Context: an optimization exercise on an open-source flow, tuned for a short achievable clock period and few clock cycles. The choices shown serve that exercise and are no tape-out recipe. Only simulation tests tie the RTL to the original design; equivalence was not proved. No activity file was given, so power comes from the tool's default toggle rates.

==> design/flow/standard.sh <==
#!/bin/bash
# synth_recipe.tcl (not shown) runs the flow's synth.tcl, then flattens the netlist and writes it again
# the make line also repeats each setting of config.mk as NAME=value (left out here)
make -C /OpenROAD-flow-scripts/flow DESIGN_CONFIG=/design/flow/config.mk WORK_HOME=/design/flow/orfs CLKGATE_MAP_FILE= SYNTH_SCRIPT=/design/flow/synth_recipe.tcl "${@:-finish}"
==> design/flow/config.mk <==
export PLATFORM = sky130hd
export DESIGN_NAME = grid_line_path_walker
export DESIGN_NICKNAME = grid_line_path_walker
export VERILOG_FILES = /design/flow/design.v
export SDC_FILE = /design/flow/constraint.sdc
export NUM_CORES = 4
export LEC_CHECK = 0
export CAP_MARGIN = 20
export CORE_MARGIN = 2
export CORE_UTILIZATION = 40
export SLEW_MARGIN = 20
export SYNTH_HIERARCHICAL = 1
==> design/flow/constraint.sdc <==
create_clock -name core_clock -period 10.5 [get_ports {clock}]
set_input_delay 2.1000 -clock core_clock [delete_from_list [all_inputs] [get_ports {clock}]]
set_output_delay 2.1000 -clock core_clock [all_outputs]
set_load 0.01 [all_outputs]
==> design/flow/design.v <==
`timescale 1ns / 1ps
package glpw_pkg;
   typedef enum logic {
      CMD_START    = 1'b0,
      CMD_CONTINUE = 1'b1
   } command_type;
   typedef enum logic [1:0] {
      AXIS_VERTICAL   = 2'd0,
      AXIS_HORIZONTAL = 2'd1,
      AXIS_DIAGONAL   = 2'd2
   } axis_mode_type;
   typedef struct packed {
      logic stop_at_occupant;
      logic info_mode;
      logic pass_through;
   } walk_flags_type;
   typedef struct packed {
      logic projectable;
      logic believed_wall;
      logic occupied;
   } cell_status_type;
   localparam int LEN_W = 8;
   localparam int             CSR_DATA_W          = 32;
   localparam int             CSR_ADDR_W          = 3;
   localparam logic           CSR_IDX_RANGE_LIMIT = 1'b0;
   localparam logic [LEN_W-1:0] RANGE_LIMIT_RESET = 8'd20;
   function automatic int entry_width(input int coord_bits);
      entry_width = 12 + 8 * coord_bits;
   endfunction
endpackage
`timescale 1ns / 1ps
`timescale 1ns / 1ps
module glpw_andn (
   input  logic a,
   input  logic b,
   output logic y
);
   assign y = a & ~b;
endmodule
module glpw_orn (
   input  logic a,
   input  logic b,
   output logic y
);
   assign y = a | ~b;
endmodule
module glpw_xnor (
   input  logic a,
   input  logic b,
   output logic y
);
   assign y = ~(a ^ b);
endmodule
module glpw_xor (
   input  logic a,
   input  logic b,
   output logic y
);
   assign y = a ^ b;
endmodule
module glpw_pg (
   input  logic g_hi,
   input  logic p_hi,
   input  logic g_lo,
   input  logic p_lo,
   output logic g,
   output logic p
);
   assign g = g_hi | (p_hi & g_lo);
   assign p = p_hi & p_lo;
endmodule
module glpw_gn (
   input  logic g_hi,
   input  logic p_hi,
   input  logic g_lo,
   output logic g
);
   assign g = g_hi | (p_hi & g_lo);
endmodule
module glpw_ks #(
   parameter int N = 8
) (
   input  logic [N-1:0] g0,
   input  logic [N-1:0] p0,
   input  logic         cin,
   output logic [N:0]   c
);
   localparam int L = $clog2(N);
   logic [N-1:0] g [L+1];
   logic [N-1:0] p [L+1];
   glpw_gn u_c0 (.g_hi(g0[0]), .p_hi(p0[0]), .g_lo(cin), .g(g[0][0]));
   assign p[0][0]     = 1'b0;
   assign g[0][N-1:1] = g0[N-1:1];
   assign p[0][N-1:1] = p0[N-1:1];
   for (genvar l = 0; l < L; l++) begin : lv
      for (genvar i = 0; i < N; i++) begin : nd
         if (i >= (1 << l)) begin : m
            if (i < 2 * (1 << l)) begin : gonly
               glpw_gn u (.g_hi(g[l][i]), .p_hi(p[l][i]), .g_lo(g[l][i-(1<<l)]),
                          .g(g[l+1][i]));
               assign p[l+1][i] = 1'b0;
            end else begin : full
               glpw_pg u (.g_hi(g[l][i]), .p_hi(p[l][i]), .g_lo(g[l][i-(1<<l)]),
                          .p_lo(p[l][i-(1<<l)]), .g(g[l+1][i]), .p(p[l+1][i]));
            end
         end else begin : pass
            assign g[l+1][i] = g[l][i];
            assign p[l+1][i] = p[l][i];
         end
      end
   end
   assign c = {g[L], cin};
endmodule
module glpw_sub #(
   parameter int N = 8
) (
   input  logic [N-1:0] a,
   input  logic [N-1:0] b,
   output logic [N-1:0] d,
   output logic         ge
);
   logic [N-1:0] g0, p0;
   logic [N:0]   c;
   for (genvar i = 0; i < N; i++) begin : bit_
      glpw_andn u_g (.a(a[i]), .b(b[i]), .y(g0[i]));
      glpw_xnor u_p (.a(a[i]), .b(b[i]), .y(p0[i]));
      glpw_xor  u_s (.a(p0[i]), .b(c[i]), .y(d[i]));
   end
   glpw_ks #(.N(N)) u_ks (.g0(g0), .p0(p0), .cin(1'b1), .c(c));
   assign ge = c[N];
endmodule
module glpw_ge #(
   parameter int N = 8
) (
   input  logic [N-1:0] a,
   input  logic [N-1:0] b,
   output logic         ge
);
   logic [N-1:0] g0, p0;
   logic [N:0]   c;
   for (genvar i = 0; i < N; i++) begin : bit_
      glpw_andn u_g (.a(a[i]), .b(b[i]), .y(g0[i]));
      glpw_orn  u_p (.a(a[i]), .b(b[i]), .y(p0[i]));
   end
   glpw_ks #(.N(N)) u_ks (.g0(g0), .p0(p0), .cin(1'b1), .c(c));
   assign ge = c[N];
endmodule
`timescale 1ns / 1ps
`timescale 1ns / 1ps
module grid_line_path_walker #(
   parameter int COORD_BITS = 8
) (
   input  logic                  clock,
   input  logic                  reset,
   input  logic                  req_valid,
   output logic                  req_stall,
   input  logic                  req_command,
   input  logic [COORD_BITS-1:0] req_start_y,
   input  logic [COORD_BITS-1:0] req_start_x,
   input  logic [COORD_BITS-1:0] req_end_y,
   input  logic [COORD_BITS-1:0] req_end_x,
   input  logic                  req_pass_through,
   input  logic                  req_info_mode,
   input  logic                  req_stop_at_occupant,
   input  logic                  req_cell_projectable,
   input  logic                  req_cell_believed_wall,
   input  logic                  req_cell_occupied,
   output logic                  rsp_valid,
   input  logic                  rsp_stall,
   output logic [COORD_BITS-1:0] rsp_grid_y,
   output logic [COORD_BITS-1:0] rsp_grid_x,
   output logic                  rsp_grid_valid,
   output logic                  rsp_path_done,
   output logic [glpw_pkg::LEN_W-1:0] rsp_path_length,
   input  logic                  csr_psel,
   input  logic                  csr_penable,
   input  logic                  csr_pwrite,
   input  logic [glpw_pkg::CSR_ADDR_W-1:0] csr_paddr,
   input  logic [glpw_pkg::CSR_DATA_W-1:0] csr_pwdata,
   output logic [glpw_pkg::CSR_DATA_W-1:0] csr_prdata,
   output logic                  csr_pready
);
   localparam int CB = COORD_BITS;
   localparam int LW = glpw_pkg::LEN_W;
   localparam int DW = glpw_pkg::CSR_DATA_W;
   localparam int AW = glpw_pkg::CSR_ADDR_W;
   localparam int KW = CB + 4;    
   typedef logic [KW-1:0] word_type;
   typedef struct packed {
      logic          cmd;         
      logic          pass;        
      logic          info;
      logic          soo;
      logic          st_p;        
      logic          st_w;
      logic          st_o;
      logic          same;        
      logic          sdone;       
      logic          ydn;         
      logic          xdn;
      logic          vert;        
      logic          horz;        
      logic [CB-1:0] ay;          
      logic [CB-1:0] ax;
      logic [CB-1:0] y0;          
      logic [CB-1:0] x0;
      logic [CB-1:0] y1;          
      logic [CB-1:0] x1;
   } item_type;
   function automatic logic [KW:0] ks_add(input word_type a, input word_type b, input logic cin);
      word_type g, p, gg, pp;
      g  = a & b;
      p  = a ^ b;
      gg = g;
      pp = p;
      gg[0] = g[0] | (p[0] & cin);
      for (int s = 1; s < KW; s = s * 2) begin
         for (int i = KW - 1; i >= s; i--) begin
            gg[i] = gg[i] | (pp[i] & gg[i-s]);
            pp[i] = pp[i] & pp[i-s];
         end
      end
      ks_add = {gg[KW-1], p ^ {gg[KW-2:0], cin}};
   endfunction
   function automatic logic ks_cout(input word_type a, input word_type b, input logic cin);
      word_type g, p, gg, pp;
      g  = a & b;
      p  = a | b;
      gg = g;
      pp = p;
      gg[0] = g[0] | (p[0] & cin);
      for (int s = 1; s < KW; s = s * 2) begin
         for (int i = KW - 1; i >= s; i--) begin
            gg[i] = gg[i] | (pp[i] & gg[i-s]);
            pp[i] = pp[i] & pp[i-s];
         end
      end
      ks_cout = gg[KW-1];
   endfunction
   function automatic logic ks_uge(input word_type a, input word_type b);
      ks_uge = ks_cout(a, ~b, 1'b1);
   endfunction
   function automatic word_type ks_sub(input word_type a, input word_type b);
      logic [KW:0] r;
      r = ks_add(a, ~b, 1'b1);
      ks_sub = r[KW-1:0];
   endfunction
   function automatic logic ks_ge(input word_type a, input word_type b);
      logic [KW:0] r;
      r = ks_add(a, ~b, 1'b1);
      ks_ge = !r[KW-1];
   endfunction
   function automatic word_type ks_add3(input word_type a, input word_type b, input word_type c,
                                        input logic cin);
      word_type s, k;
      logic [KW:0] r;
      s = a ^ b ^ c;
      k = ((a & b) | (a & c) | (b & c)) << 1;
      r = ks_add(s, k, cin);
      ks_add3 = r[KW-1:0];
   endfunction
   function automatic logic [2*KW-1:0] csa(input word_type a, input word_type b, input word_type c);
      csa = {((a & b) | (a & c) | (b & c)) << 1, a ^ b ^ c};
   endfunction
   function automatic word_type w(input logic [CB-1:0] v);
      w = word_type'(v);
   endfunction
   function automatic logic [CB-1:0] step_coord(input logic [CB-1:0] v, input logic dn);
      logic [KW:0] r;
      r = ks_add(w(v), dn ? '1 : word_type'(1), 1'b0);
      step_coord = r[CB-1:0];
   endfunction
   logic [LW-1:0] range_limit_ff;
   logic          csr_hit;
   assign csr_hit    = (csr_paddr[AW-1:2] == glpw_pkg::CSR_IDX_RANGE_LIMIT);
   assign csr_pready = 1'b1;
   assign csr_prdata = csr_hit ? DW'(range_limit_ff) : '0;
   always_ff @(posedge clock) begin
      if (reset) begin
         range_limit_ff <= glpw_pkg::RANGE_LIMIT_RESET;
      end else if (csr_psel && csr_penable && csr_pwrite && csr_hit) begin
         range_limit_ff <= csr_pwdata[LW-1:0];
      end
   end
   item_type new_item;
   word_type sy, sx, ey, ex;
   logic     n_ydn, n_xdn, n_near;
   logic [CB-1:0] n_ay, n_ax, n_yp, n_ym, n_xp, n_xm;
   logic [CB-1:0] dyp, dyn, dxp, dxn;
   logic     ge_ey_sy, ge_sy_ey, ge_ex_sx, ge_sx_ex, ge_ax_ay, ge_ay_ax;
   glpw_sub #(.N(CB)) u_dyp (.a(req_end_y),   .b(req_start_y), .d(dyp), .ge(ge_ey_sy));
   glpw_sub #(.N(CB)) u_dyn (.a(req_start_y), .b(req_end_y),   .d(dyn), .ge(ge_sy_ey));
   glpw_sub #(.N(CB)) u_dxp (.a(req_end_x),   .b(req_start_x), .d(dxp), .ge(ge_ex_sx));
   glpw_sub #(.N(CB)) u_dxn (.a(req_start_x), .b(req_end_x),   .d(dxn), .ge(ge_sx_ex));
   glpw_ge  #(.N(CB)) u_gev (.a(n_ax), .b(n_ay), .ge(ge_ax_ay));
   glpw_ge  #(.N(CB)) u_geh (.a(n_ay), .b(n_ax), .ge(ge_ay_ax));
   always_comb begin
      sy     = w(req_start_y);
      sx     = w(req_start_x);
      ey     = w(req_end_y);
      ex     = w(req_end_x);
      n_ydn  = !ge_ey_sy;
      n_xdn  = !ge_ex_sx;
      n_ay   = n_ydn ? dyn : dyp;
      n_ax   = n_xdn ? dxn : dxp;
      n_yp   = step_coord(req_start_y, 1'b0);
      n_ym   = step_coord(req_start_y, 1'b1);
      n_xp   = step_coord(req_start_x, 1'b0);
      n_xm   = step_coord(req_start_x, 1'b1);
      n_near = ((req_end_y == req_start_y) || ((req_end_y == n_yp) && (req_start_y != '1))
                || ((req_end_y == n_ym) && (req_start_y != '0)))
               && ((req_end_x == req_start_x) || ((req_end_x == n_xp) && (req_start_x != '1))
                   || ((req_end_x == n_xm) && (req_start_x != '0)));
      new_item.cmd   = req_command;
      new_item.pass  = req_pass_through;
      new_item.info  = req_info_mode;
      new_item.soo   = req_stop_at_occupant;
      new_item.st_p  = req_cell_projectable;
      new_item.st_w  = req_cell_believed_wall;
      new_item.st_o  = req_cell_occupied;
      new_item.same  = (req_start_y == req_end_y) && (req_start_x == req_end_x);
      new_item.sdone = (range_limit_ff[LW-1:1] == '0) || (!req_pass_through && n_near);
      new_item.ydn   = n_ydn;
      new_item.xdn   = n_xdn;
      new_item.vert  = !ge_ax_ay;
      new_item.horz  = !ge_ay_ax;
      new_item.ay    = n_ay;
      new_item.ax    = n_ax;
      new_item.y0    = req_start_y;
      new_item.x0    = req_start_x;
      new_item.y1    = n_ydn ? n_ym : n_yp;
      new_item.x1    = n_xdn ? n_xm : n_xp;
   end
   item_type it_ff, it;
   logic     rv_ff;
   logic     hold, accept, take;
   assign hold      = rv_ff && rsp_stall;
   assign req_stall = hold;
   assign accept    = req_valid && !hold;
   assign take      = rv_ff && !rsp_stall;
   assign rsp_valid = rv_ff;
   assign it        = it_ff;
   always_ff @(posedge clock) begin
      if (!hold) begin
         it_ff <= new_item;
      end
   end
   always_ff @(posedge clock) begin
      if (reset) begin
         rv_ff <= 1'b0;
      end else if (!hold) begin
         rv_ff <= accept;
      end
   end
   logic          active_ff;
   logic          pass_ff, info_ff, soo_ff;
   logic          vert_ff, diag_ff;
   logic          ydn_ff, xdn_ff;
   logic [CB-1:0] cand_y_ff, cand_x_ff;    
   logic [LW-1:0] cells_ff;                
   logic [LW-1:0] cells1_ff;               
   logic [LW-1:0] kc_ff;                   
   word_type      rc_ff;                   
   logic          rcge_ff;                 
   logic          tgtc_ff;                 
   logic [CB-1:0] major_ff;                
   word_type      d_ff;                    
   word_type      incp_ff, incn_ff;        
   logic          c_stop, c_give, c_done;
   logic [CB-1:0] s_y, s_x;
   always_comb begin
      s_y    = it.horz ? it.y0 : it.y1;
      s_x    = it.vert ? it.x0 : it.x1;
      c_stop = (info_ff ? it.st_w : !it.st_p) || (soo_ff && it.st_o);
      c_give = active_ff && !c_stop;
      c_done = (!pass_ff && tgtc_ff) || rcge_ff;
      if (it.cmd == glpw_pkg::CMD_START) begin
         rsp_grid_y      = it.same ? '0 : s_y;
         rsp_grid_x      = it.same ? '0 : s_x;
         rsp_grid_valid  = !it.same;
         rsp_path_done   = it.same || it.sdone;
         rsp_path_length = it.same ? LW'(0) : LW'(1);
      end else begin
         rsp_grid_y      = c_give ? cand_y_ff : '0;
         rsp_grid_x      = c_give ? cand_x_ff : '0;
         rsp_grid_valid  = c_give;
         rsp_path_done   = !c_give || c_done;
         rsp_path_length = c_give ? cells1_ff : cells_ff;
      end
   end
   logic          s_diag, s_d0ge;
   word_type      s_a, s_m, s_d0, s_d0v, s_d0h;
   logic [CB-1:0] s_y2, s_x2, s_cy, s_cx;
   word_type      n_d;
   logic          n_dge, n_e;
   logic [CB-1:0] n_cy, n_cx;
   word_type      n_cells1;
   always_comb begin
      s_diag = !it.vert && !it.horz;
      s_a    = it.vert ? w(it.ay) : w(it.ax);
      s_m    = it.vert ? w(it.ax) : w(it.ay);
      s_d0v  = ks_add3(w(it.ax), w(it.ax) << 1, ~w(it.ay), 1'b1);
      s_d0h  = ks_add3(w(it.ay), w(it.ay) << 1, ~w(it.ax), 1'b1);
      s_d0   = it.vert ? s_d0v : s_d0h;
      s_d0ge = it.vert ? !s_d0v[KW-1] : !s_d0h[KW-1];
      s_y2   = step_coord(it.y1, it.ydn);
      s_x2   = step_coord(it.x1, it.xdn);
      s_cy   = !it.horz ? s_y2 : (s_d0ge ? it.y1 : it.y0);
      s_cx   = !it.vert ? s_x2 : (s_d0ge ? it.x1 : it.x0);
      n_d      = ks_add(d_ff, d_ff[KW-1] ? incn_ff : incp_ff, 1'b0);
      n_dge    = !n_d[KW-1];
      n_e      = diag_ff || n_dge;
      n_cy     = (diag_ff || vert_ff || n_dge) ? step_coord(cand_y_ff, ydn_ff) : cand_y_ff;
      n_cx     = (diag_ff || !vert_ff || n_dge) ? step_coord(cand_x_ff, xdn_ff) : cand_x_ff;
      n_cells1 = ks_add(w(cells1_ff), word_type'(1), 1'b0);
   end
   always_ff @(posedge clock) begin
      if (reset) begin
         active_ff <= 1'b0;
         cells_ff  <= '0;
         cells1_ff <= LW'(1);
         pass_ff   <= 1'b0;
         info_ff   <= 1'b0;
         soo_ff    <= 1'b0;
      end else if (take) begin
         if (it.cmd == glpw_pkg::CMD_START) begin
            pass_ff <= it.pass;
            info_ff <= it.info;
            soo_ff  <= it.soo;
            if (it.same) begin
               active_ff <= 1'b0;
               cells_ff  <= '0;
               cells1_ff <= LW'(1);
            end else begin
               active_ff <= !it.sdone;
               cells_ff  <= LW'(1);
               cells1_ff <= LW'(2);
            end
         end else if (active_ff) begin
            if (c_stop) begin
               active_ff <= 1'b0;
            end else begin
               active_ff <= !c_done;
               cells_ff  <= cells1_ff;
               cells1_ff <= n_cells1[LW-1:0];
            end
         end
      end
   end
   logic     n_inc2, csr_wr;
   word_type n_rc1, n_rc2;
   logic     n_ge1, n_ge2;
   always_comb begin
      n_inc2 = n_e && kc_ff[0];
      n_rc1  = ks_add(rc_ff, word_type'(1), 1'b0);
      n_rc2  = ks_add(rc_ff, word_type'(2), 1'b0);
      n_ge1  = ks_uge(n_rc1, w(range_limit_ff));
      n_ge2  = ks_uge(n_rc2, w(range_limit_ff));
      csr_wr = csr_psel && csr_penable && csr_pwrite && csr_hit;
   end
   always_ff @(posedge clock) begin
      if (reset) begin
         rc_ff   <= '0;
         rcge_ff <= 1'b0;
      end else if (csr_wr) begin
         rcge_ff <= ks_uge(rc_ff, w(csr_pwdata[LW-1:0]));
      end else if (take) begin
         if (it.cmd == glpw_pkg::CMD_START) begin
            rc_ff   <= s_diag ? word_type'(3) : word_type'(2);
            rcge_ff <= s_diag ? (range_limit_ff <= LW'(3)) : (range_limit_ff <= LW'(2));
         end else if (c_give) begin
            rc_ff   <= n_inc2 ? n_rc2 : n_rc1;
            rcge_ff <= n_inc2 ? n_ge2 : n_ge1;
         end
      end
   end
   always_ff @(posedge clock) begin
      if (take) begin
         if (it.cmd == glpw_pkg::CMD_START) begin
            vert_ff   <= it.vert;
            diag_ff   <= s_diag;
            ydn_ff    <= it.ydn;
            xdn_ff    <= it.xdn;
            cand_y_ff <= s_cy;
            cand_x_ff <= s_cx;
            kc_ff     <= s_diag ? LW'(2) : LW'(s_d0ge);
            tgtc_ff   <= (s_a == word_type'(2));
            major_ff  <= s_a[CB-1:0];
            d_ff      <= s_d0;
            incp_ff   <= ks_sub(s_m << 1, s_a << 1);
            incn_ff   <= s_m << 1;
         end else if (c_give) begin
            cand_y_ff <= n_cy;
            cand_x_ff <= n_cx;
            kc_ff     <= kc_ff + LW'(n_e);
            tgtc_ff   <= (n_cells1[LW-1:0] == major_ff);
            d_ff      <= n_d;
         end
      end
   end
endmodule
==> design/flow/flow/run.sh <==
#!/bin/bash
set -euo pipefail
bash standard.sh SETUP_SLACK_MARGIN=6.6 finish > orfs_make.log 2>&1
==> results.tsv, run 1 <==
stage	metric	value	unit
global_route	grt_use_total	20.2	%
finish	syn_to_final_growth	22.8	%
timing	min_period	4.55	ns
power_and_ir_drop	p_clk_share	18.8	%
power_and_ir_drop	powerDensity	182	mW/mm²
worst_setup_path	crit_family	buffers and inverters	
global_route	antenna_found_initial	1	
worst_setup_path	slowest_stage	buf_16	
power_and_ir_drop	seqPwrFrac	26.3	%
worst_setup_path	path_cells	buf_16 -> nor2b_4 -> buf_6	
power_and_ir_drop	p_int	0.00197	W
clock_tree	clock_sinks	163	
detailed_routing	via_per_inst	5.32	
floorplan	die_h	197	µm
floorplan	io_pins	142	
global_route	grt_pass1_vias	11621	
detailed_routing	wl_per_cell	17.6	µm
worst_setup_path	cp-end-kind	primary output	
finish	fin_cells	2232	
detailed_routing	vias	11882	
finish	antennaDiodeCount	0	
job	cap_viol_max_count	0	
detailed_routing	drc_errors	0	
worst_setup_path	arrival	2.45	ns
detailed_routing	top_layer_used	met4	
min_path	hold_class	reg2reg	
floorplan	fp-row-count	70	
timing	relSlewSlack	34.2	%
power_and_ir_drop	irDropWorstVdd	0.000138	V
synth	yosys_warnings	12	
finish	ff_latch_area	0.00448	mm²
detailed_routing	met2_length	18900	µm
detailed_routing	firstDrtPassIters	5	
floorplan	die_x	197	µm
worst_setup_path	worstPathMaxFanout	5	
placed_design	dp_hpwl	26500	µm
clock_tree	numCtsBuffers	17	
timing	tightest_slew	0.985	ns
timing	whs	0.493	ns
timing	min_period_over_period	43.3	%
synth	postSynthAreaPerCell	9.15	µm²
clock_tree	clock_latency	0.44	ns
worst_setup_path	cp.buffers_inverters	2	
clock_tree	ctsHoldBuffers	0	
clock_tree	clockBufferDepth	2	
power_and_ir_drop	switching_share	40.3	%
finish	nets	1929	
floorplan	coreArea	0.0365	mm²
global_route	grt_pass1_wl	62000	µm
timing	rsz0062_at_grt	yes	
worst_setup_path	path_class	in2out	
timing	final.setup.tns	0	ns
global_route	grt_max_degree	57	
timing	setup_viol	0	
finish	n_fill_cell	3380	
run_status	outcome	no timing/DRC/antenna violations	
detailed_routing	wl_met1	18100	µm
floorplan	start_util	40.6	%
worst_setup_path	critPathMaxStageDelay	0.13	ns
timing	drv_slew	0	
clock_tree	clk_pin_slew_worst_paths	0.06	ns
detailed_routing	drt-initial-drc-count	644	
worst_setup_path	required	8.40	ns
detailed_routing	wirelength	39400	µm
worst_setup_path	cp-start-kind	primary input	
placed_design	place_inst	2100	
global_route	grt.overflow.total	0	
timing	finalHoldViolCount	0	
finish	drive_above_1_share	22.8	%
floorplan	dieArea	0.0386	mm²
placed_design	routabilityCongestion	0.876	
clock_tree	htree_levels	4	
clock_tree	tritoncts	yes	
detailed_routing	drtAntennaViolNets	0	
power_and_ir_drop	p_sw	0.00133	W
placed_design	io_buffers	90	
finish	multiInputGateArea	0.0103	mm²
synth	syn-instance-count	1622	
clock_tree	cts-root-buf	clkbuf_16	
timing	fin_skew	0.0177	ns
power_and_ir_drop	comb_power_share	54.9	%
detailed_routing	wl_met3	1600	µm
timing	fmax	0.220	GHz
synth	netlist_area	0.0148	mm²
power_and_ir_drop	p_leak	8.00	nW
[worst paths after layout]
| kind | slack, ns | end | from | cells after the start |
|---|---|---|---|---|
| hold reg to reg | 0.49 | cells_ff[0] | cells_ff[0] | 2 |
| hold / removal | 0.49 | cells_ff[0] | cells_ff[0] | 2 |
| setup reg to reg | 6.76 | rc_ff[11] | d_ff[11] | 17 |
| setup / recovery | 5.95 | csr_prdata[3] | csr_paddr[2] | 3 |
[layout by cell type (no fill, tap or decap), types with 20 or more instances in the layout]
master and count:
buf_4 77, nor2_1 100, ha_1 74, nor2b_4 54
xor2_1 76, conb_1 35, clkdlybuf4s50_1 21, buf_2 31
mux2i_1 60, a21o_1 98, o21ai_0 62, xnor2_1 92
edfxtp_1 121, and2_1 49, nor3_1 30, inv_1 108
a21oi_1 83, dfxtp_1 40, buf_6 38, nand2_1 83
fa_1 20
[tightest hold or removal path, stage by stage (launching register included)]
cell	delay [ns]
dfxtp_1	0.31
nor2_1	0.09
nor3_1	0.05
[stage by stage]
step | util, % | power, W | area, µm² | setup slack [ns]
floorplan | - | 0.00217 | 15100 | 5.96
global placement | 43.6 | 0.00249 | 15900 | 4.62
detailed placement | 43.6 | 0.00252 | 15900 | 4.58
CTS | 48.1 | 0.00324 | 17600 | 5.95
global route | 49.9 | 0.00355 | 18200 | 5.93
finish | 49.9 | 0.00331 | 18200 | 5.95
[cell type report]
| cell class | instances | area share, % |
|---|---|---|
| Clock buffer | 18 | 2.41 |
| Clock inverter | 14 | 0.762 |
| Inverter | 113 | 2.38 |
| Multi-Input combinational cell | 1262 | 56.6 |
| Sequential cell | 163 | 24.6 |
| Tap cell | 468 | 3.21 |
| Timing Repair Buffer | 194 | 10.1 |
[what timing repair did]
item,4_1_cts,5_1_grt
setup endpoints to repair,118,53
gates cloned,6,0
pin swaps,30,37
endpoints found under the hold margin,0,0
gates resized for setup,438,130
setup buffers,62,32
[power groups by stage]
| stage | clock, W | combinational [W] | sequential [W] |
|---|---|---|---|
| after floorplan | 0 | 0.00131 | 0.000860 |
| after global placement | 0 | 0.00160 | 0.000893 |
| after detailed placement | 0 | 0.00163 | 0.000895 |
| after CTS | 0.000631 | 0.00174 | 0.000868 |
| after global routing | 0.000657 | 0.00202 | 0.000878 |
| final | 0.000621 | 0.00182 | 0.000870 |
[sequential cells by signal, summed over array words and instances, names as in the netlist, 8 cells and up]
signal / count
major_ff: 8
cells_ff: 8
cand_x_ff: 8
incp_ff: 11
incn_ff: 8
it_ff: 61
cand_y_ff: 8
d_ff: 11
range_limit_ff: 8
cells1_ff: 8
rc_ff: 12
[routing by layer]
metal  vias to the layer above  global-route usage (%)
li1                       5869                       -
met1                      5676                    27.6
met2                       290                    34.9
met3                        47                    2.07
met4                         0                    4.09
met5                         -                       0
Testbench counts, summed over its fixed seeds: cycles 46,506.
==> run 2, diff against run 1 <==
--- a/design/flow/config.mk
+++ b/design/flow/config.mk
@@ -7,6 +7,6 @@
 export LEC_CHECK = 0
 export CAP_MARGIN = 20
 export CORE_MARGIN = 2
-export CORE_UTILIZATION = 40
+export CORE_UTILIZATION = 70
 export SLEW_MARGIN = 20
 export SYNTH_HIERARCHICAL = 1
==> results.tsv, run 2 <==
stage	metric	value	unit	change
global_route	grt.overflow.total	0		unchanged
detailed_routing	firstDrtPassIters	5		unchanged
finish	antennaDiodeCount	0		unchanged
synth	syn-instance-count	1622		unchanged
worst_setup_path	slowest_stage	buf_12		was buf_16
power_and_ir_drop	seqPwrFrac	26.3	%	about the same
synth	netlist_area	0.0148	mm²	unchanged
global_route	grt_use_total	34.5	%	was 20.2%
power_and_ir_drop	p_int	0.00200	W	was 0.00197 W
timing	setup_ws	5.95	ns	about the same
finish	final_cell_mix	edfxtp_1 (121), inv_1 (108), nor2_1 (100)		unchanged
floorplan	io_pins	142		unchanged
finish	nets	1928		was 1,929
clock_tree	cts-root-buf	clkbuf_16		unchanged
power_and_ir_drop	switching_share	40.0	%	was 40.3%
floorplan	die_h	150	µm	was 197 µm
placed_design	place_ws	4.58	ns	about the same
detailed_routing	drtAntennaViolNets	0		unchanged
power_and_ir_drop	irDropWorstVdd	0.000139	V	was 0.000138 V
floorplan	coreArea	0.0209	mm²	was 0.0365 mm²
global_route	grt_max_degree	57		unchanged
power_and_ir_drop	p_sw	0.00133	W	about the same
clock_tree	tritoncts	yes		unchanged
floorplan	die_x	150	µm	was 197 µm
detailed_routing	drt-initial-drc-count	897		was 644
clock_tree	clock_latency	0.44	ns	about the same
clock_tree	clock_sinks	163		unchanged
finish	regMostFlops	it_ff		unchanged
timing	min_period_over_period	43.4	%	was 43.3%
synth	yosys_warnings	12		unchanged
run_status	outcome	no timing/DRC/antenna violations		unchanged
floorplan	dieArea	0.0224	mm²	was 0.0386 mm²
finish	drive_above_1_share	22.7	%	was 22.8%
finish	syn_to_final_growth	21.0	%	was 22.8%
placed_design	dp_hpwl	24900	µm	was 26,500 µm
timing	min_period	4.55	ns	about the same
worst_setup_path	required	8.40	ns	about the same
power_and_ir_drop	powerDensity	186	mW/mm²	was 182 mW/mm²
worst_setup_path	path_cells	buf_12 -> nor2b_4 -> buf_6		was buf_16 -> nor2b_4 -> buf_6
detailed_routing	wl_per_cell	20.0	µm	was 17.6 µm
timing	tightest_slew	0.987	ns	was 0.985 ns
detailed_routing	vias	12781		was 11,882
timing	final.setup.tns	0	ns	unchanged
finish	top_regs	it_ff x61, rc_ff x12		unchanged
detailed_routing	drc_errors	0		unchanged
global_route	grt_pass1_vias	12174		was 11,621
timing	finalHoldViolCount	0		unchanged
power_and_ir_drop	comb_power_share	55.2	%	was 54.9%
finish	largest_reg_flops	61		unchanged
timing	fin_skew	0.0136	ns	was 0.0177 ns
finish	mostFrequentLayoutCell	edfxtp_1		unchanged
detailed_routing	via_per_inst	6.27		was 5.32
clock_tree	htree_levels	4		unchanged
worst_setup_path	arrival	2.45	ns	about the same
worst_setup_path	worstPathMaxFanout	10		was 5
timing	rsz0062_at_grt	yes		unchanged
worst_setup_path	cp-end-kind	primary output		unchanged
floorplan	fp-row-count	53		was 70
worst_setup_path	cp-start-kind	primary input		unchanged
timing	setup_viol	0		unchanged
timing	drv_slew	0		unchanged
global_route	antenna_found_initial	0		was 1
global_route	grt_pass1_wl	60900	µm	was 62,000 µm
timing	relSlewSlack	34.1	%	was 34.2%
clock_tree	clk_pin_slew_worst_paths	0.06	ns	about the same
power_and_ir_drop	p_leak	7.96	nW	was 8.00 nW
job	cap_viol_max_count	0		unchanged
synth	postSynthAreaPerCell	9.15	µm²	unchanged
placed_design	io_buffers	90		unchanged
worst_setup_path	critPathMaxStageDelay	0.14	ns	was 0.13 ns
floorplan	start_util	71.0	%	was 40.6%
detailed_routing	wirelength	40800	µm	was 39,400 µm
worst_setup_path	path_class	in2out		unchanged
timing	fmax	0.220	GHz	about the same
min_path	hold_class	reg2reg		unchanged
placed_design	routabilityCongestion	0.941		was 0.876
power_and_ir_drop	p_clk_share	18.5	%	was 18.8%
clock_tree	ctsHoldBuffers	0		unchanged
clock_tree	numCtsBuffers	17		unchanged
clock_tree	clockBufferDepth	2		unchanged
[run 2: metrics by stage]
| step | total power, W | utilization (%) | hold slack [ns] | area (µm²) | instances |
|---|---|---|---|---|---|
| floorplan | 0.00217 | - | 0.424 | 15100 | 1649 |
| global placement | 0.00245 | 75.0 | 0.462 | 15700 | 1905 |
| detailed placement | 0.00250 | 75.0 | 0.469 | 15700 | 1905 |
| CTS | 0.00320 | 82.4 | 0.481 | 17200 | 2006 |
| global route | 0.00353 | 85.9 | 0.527 | 17900 | 2038 |
| finish | 0.00333 | 85.9 | 0.498 | 17900 | 2038 |
[run 2: routing by layer]
layer	vias up	GRT usage, %	routed length [µm]
li1	5877	-	-
met1	6086	42.2	15900
met2	670	59.4	20600
met3	148	5.37	2750
met4	0	16.6	1590
met5	-	0	0
[run 2: timing repair]
| item | CTS | global route |
|---|---|---|
| gates cloned | 7 | 1 |
| resized for setup | 409 | 158 |
| setup endpoints to repair | 113 | 69 |
| pin swaps | 31 | 60 |
| buffers inserted | 62 | 31 |
| hold endpoints to repair | 0 | 0 |
[run 2: worst paths after layout]
path	from	cells past startpoint	to	slack, ns
worst max-delay path	csr_paddr[2]	3	csr_prdata[0]	5.95
worst min-delay path	pass_ff	2	pass_ff	0.50
worst min register to register	pass_ff	2	pass_ff	0.50
worst max register to register	d_ff[11]	18	rc_ff[2]	6.58
[run 2: layout make-up]
| class | count | area, µm² |
|---|---|---|
| fillers | 1106 | 2940 |
| clock inverters | 6 | 38.8 |
| flip-flops and latches | 163 | 4480 |
| multi-input cells | 1264 | 10400 |
| repair buffers | 191 | 1740 |
| inverters | 113 | 429 |
| clock buffers | 26 | 534 |
| well taps | 275 | 344 |
[run 2: worst max-delay path, delay by kind of cell]
family / cells / cell delay [ns]
AND/OR/NAND/NOR: 1 / 0.11
buffers and inverters: 2 / 0.24
[run 2: power groups by stage]
stage	Clock, W	Sequential (W)	Combinational (W)
detailed placement	0	0.000892	0.00161
floorplan	0	0.000860	0.00131
CTS	0.000611	0.000870	0.00172
finish	0.000615	0.000876	0.00184
global route	0.000641	0.000881	0.00201
global placement	0	0.000888	0.00156
==> run 3, diff against run 2 <==
==> design/flow/flow/run.sh (replaced) <==
#!/bin/bash
set -euo pipefail
PINS='-group_pins {csr_prdata[0] csr_prdata[1] csr_prdata[2] csr_prdata[3] csr_paddr[2] csr_prdata[4] csr_prdata[5] csr_prdata[6] csr_prdata[7]} -group_pins {rsp_stall req_stall}'
bash standard.sh "PLACE_PINS_ARGS=$PINS" SETUP_SLACK_MARGIN=6.6 finish > orfs_make.log 2>&1
--- a/design/flow/config.mk
+++ b/design/flow/config.mk
@@ -7,6 +7,6 @@
 export LEC_CHECK = 0
 export CAP_MARGIN = 20
 export CORE_MARGIN = 2
-export CORE_UTILIZATION = 70
+export CORE_UTILIZATION = 40
 export SLEW_MARGIN = 20
 export SYNTH_HIERARCHICAL = 1
==> results.tsv, run 3 <==
stage	metric	value	unit	change
power_and_ir_drop	powerDensity	183	mW/mm²	was 186 mW/mm²
placed_design	io_buffers	90		unchanged
detailed_routing	drtAntennaViolNets	0		unchanged
worst_setup_path	path_cells	buf_12 -> nor2b_4 -> buf_6		unchanged
detailed_routing	drc_errors	0		unchanged
finish	final_area	0.0184	mm²	was 0.0179 mm²
worst_setup_path	critPathMaxStageDelay	0.13	ns	was 0.14 ns
power_and_ir_drop	p_leak	8.06	nW	was 7.96 nW
global_route	grt.overflow.total	0		unchanged
run_status	outcome	no timing/DRC/antenna violations		unchanged
worst_setup_path	r2r-end	rc_ff[11]		was rc_ff[2]
finish	final_cell_mix	edfxtp_1 (121), inv_1 (108), nor2_1 (100)		unchanged
finish	regMostFlops	it_ff		unchanged
worst_setup_path	cp-start-kind	primary input		unchanged
global_route	top_usage_layer	met2		unchanged
min_path	hold_start	cells_ff[0]		was pass_ff
placed_design	dp_hpwl	26600	µm	was 24,900 µm
worst_setup_path	slowest_stage	buf_12		unchanged
finish	fin_cells	2239		was 2,038
detailed_routing	wirelength	39500	µm	was 40,800 µm
finish	top_regs	it_ff x61, rc_ff x12		unchanged
synth	postSynthAreaPerCell	9.15	µm²	unchanged
timing	setup_ws	5.95	ns	about the same
finish	nets	1936		was 1,928
placed_design	place_area	0.0159	mm²	was 0.0157 mm²
worst_setup_path	required	8.40	ns	about the same
clock_tree	clock_latency	0.44	ns	about the same
clock_tree	numCtsBuffers	17		unchanged
timing	min_period_over_period	43.4	%	about the same
global_route	met2_usage	35.1	%	was 59.4%
power_and_ir_drop	irDropWorstVdd	0.000131	V	was 0.000139 V
synth	syn-instance-count	1622		unchanged
global_route	grt_max_degree	43		was 57
clock_tree	clock_sinks	163		unchanged
global_route	grt_use_total	20.4	%	was 34.5%
synth	netlist_area	0.0148	mm²	unchanged
global_route	antenna_found_initial	1		was 0
placed_design	routabilityCongestion	0.873		was 0.941
floorplan	io_pins	142		unchanged
synth	yosys_warnings	12		unchanged
timing	rsz0062_at_grt	yes		unchanged
worst_setup_path	cp-end-kind	primary output		unchanged
clock_tree	tritoncts	yes		unchanged
worst_setup_path	worstPathMaxFanout	10		unchanged
timing	drv_slew	0		unchanged
floorplan	die_h	197	µm	was 150 µm
detailed_routing	via_per_inst	5.36		was 6.27
timing	setup_viol	0		unchanged
timing	finalHoldViolCount	0		unchanged
clock_tree	clk_pin_slew_worst_paths	0.06	ns	about the same
worst_setup_path	arrival	2.45	ns	about the same
clock_tree	cts-root-buf	clkbuf_16		unchanged
detailed_routing	drt-initial-drc-count	732		was 897
global_route	met3_usage	2.12	%	was 5.37%
min_path	hold_class	reg2reg		unchanged
detailed_routing	firstDrtPassIters	5		unchanged
finish	syn_to_final_growth	24.1	%	was 21.0%
timing	fin_skew	0.0107	ns	was 0.0136 ns
timing	final.setup.tns	0	ns	unchanged
timing	tightest_slew	0.927	ns	was 0.987 ns
placed_design	place_ws	4.65	ns	was 4.58 ns
finish	mostFrequentLayoutCell	edfxtp_1		unchanged
floorplan	coreArea	0.0365	mm²	was 0.0209 mm²
detailed_routing	vias	11991		was 12,781
placed_design	place_inst	2099		was 1,905
timing	min_period	4.55	ns	about the same
worst_setup_path	r2r-start	d_ff[11]		unchanged
timing	fmax	0.220	GHz	about the same
floorplan	dieArea	0.0386	mm²	was 0.0224 mm²
detailed_routing	wl_per_cell	17.6	µm	was 20.0 µm
floorplan	die_x	197	µm	was 150 µm
floorplan	fp-row-count	70		was 53
worst_setup_path	cp-endpoint	csr_prdata[3]		was csr_prdata[0]
job	cap_viol_max_count	0		unchanged
clock_tree	htree_levels	4		unchanged
clock_tree	clockBufferDepth	2		unchanged
global_route	grt_pass1_vias	11736		was 12,174
worst_setup_path	path_class	in2out		unchanged
finish	largest_reg_flops	61		unchanged
timing	whs	0.492	ns	was 0.498 ns
finish	drive_above_1_share	23.0	%	was 22.7%
worst_setup_path	r2r_setup_slack	6.73	ns	was 6.58 ns
floorplan	start_util	40.6	%	was 71.0%
global_route	grt_util_met1	27.2	%	was 42.2%
worst_setup_path	r2r_cells	17		was 18
clock_tree	ctsHoldBuffers	0		unchanged
global_route	grt_pass1_wl	62600	µm	was 60,900 µm
worst_setup_path	cp-startpoint	csr_paddr[2]		unchanged
finish	antennaDiodeCount	0		unchanged
timing	relSlewSlack	38.0	%	was 34.1%
-- run 3: changes by cell type in the layout (fill, tap and decap cells not counted), sizes merged, moves of 2 or more --
| cell | delta |
|---|---|
| buf | +13 |
| clkinv | +3 |
| clkinvlp | +2 |
| inv | +2 |
| clkbuf | -13 |
-- run 3: timing repair --
item | CTS | global route
setup endpoints to repair | 118 | 63
cloned | 9 | 0
gates resized for setup | 457 | 130
buffers inserted | 71 | 28
pin swaps | 32 | 40
-- run 3: metal layers --
layer	part of all wire (%)	up-vias
met5	0	-
met4	2.0	0
met1	45	5766
met3	4.1	40
met2	48	289
li1	-	5896
-- run 3: area by class of cell --
type | instances | area [µm²]
timing repair buffer | 199 | 1960
fill | 3357 | 18100
multi-input combinational | 1263 | 10400
sequential | 163 | 4480
timing repair inverter | 1 | 5.00
clock buffer | 19 | 454
clock inverter | 13 | 136
inverter | 113 | 435
tap | 468 | 586
-- run 3: how the worst min path moves through the flow --
stage / to / slack (ns) / cells past startpoint
4_1_cts: pass_ff / 0.49 / 2
3_5_place_dp: soo_ff / 0.48 / 2
3_3_place_gp: pass_ff / 0.47 / 2
6_report: cells_ff[0] / 0.49 / 2
2_1_floorplan: vert_ff / 0.42 / 0
5_1_grt: pass_ff / 0.50 / 2
-- run 3: where the power goes --
part	switching [W]	leakage, nW	total, W	internal (W)
Combinational	0.000989	6.24	0.00185	0.000864
Clock	0.000289	0.293	0.000639	0.000349
Sequential	0.0000573	1.52	0.000872	0.000815
Total	0.00134	8.06	0.00336	0.00203
-- run 3: worst max-delay path: cells and delay by family --
family	cells	cell delay (ns)
buf+inv	2	0.23
simple gates	1	0.11
-- run 3: stage by stage --
stage | power, W | util [%]
final | 0.00336 | 50.4
after global routing | 0.00361 | 50.4
after CTS | 0.00329 | 48.6
after detailed placement | 0.00252 | 43.6
after global placement | 0.00249 | 43.6
after floorplan | 0.00217 | -

port drivers added, routing unchanged:
How much do the figures lean on ideal ports? The routed layouts below were timed once more, with nothing changed but the port constraints. Step 1 assumes that a clkbuf_16 drives the clock port and a buf_2 every other input. Step 2 times the ports against the registers' clock, not the clock port: input delays grow and output delays shrink by t, the midpoint of the rising clock arrivals with the driver on. Slacks: ideal / step 1 / step 2; pairs: ideal / step 1.
| run | t, ns | setup slack, ns | worst register clock-pin slew, ns | cell pins on the clock port's net |
|---|---|---|---|---|
| run 1 | 0.483 | 5.950 / 5.835 / 5.835 | 0.08 / 0.08 | 1 |
| run 2 | 0.486 | 5.947 / 5.899 / 5.899 | 0.07 / 0.07 | 1 |
| run 3 | 0.487 | 5.947 / 5.900 / 5.900 | 0.07 / 0.07 | 1 |
After both steps setup and hold are still met in every run listed. For run 1, which loses most, drivers alone change the setup slack by -0.115 ns; drivers and shift together by -0.115 ns.
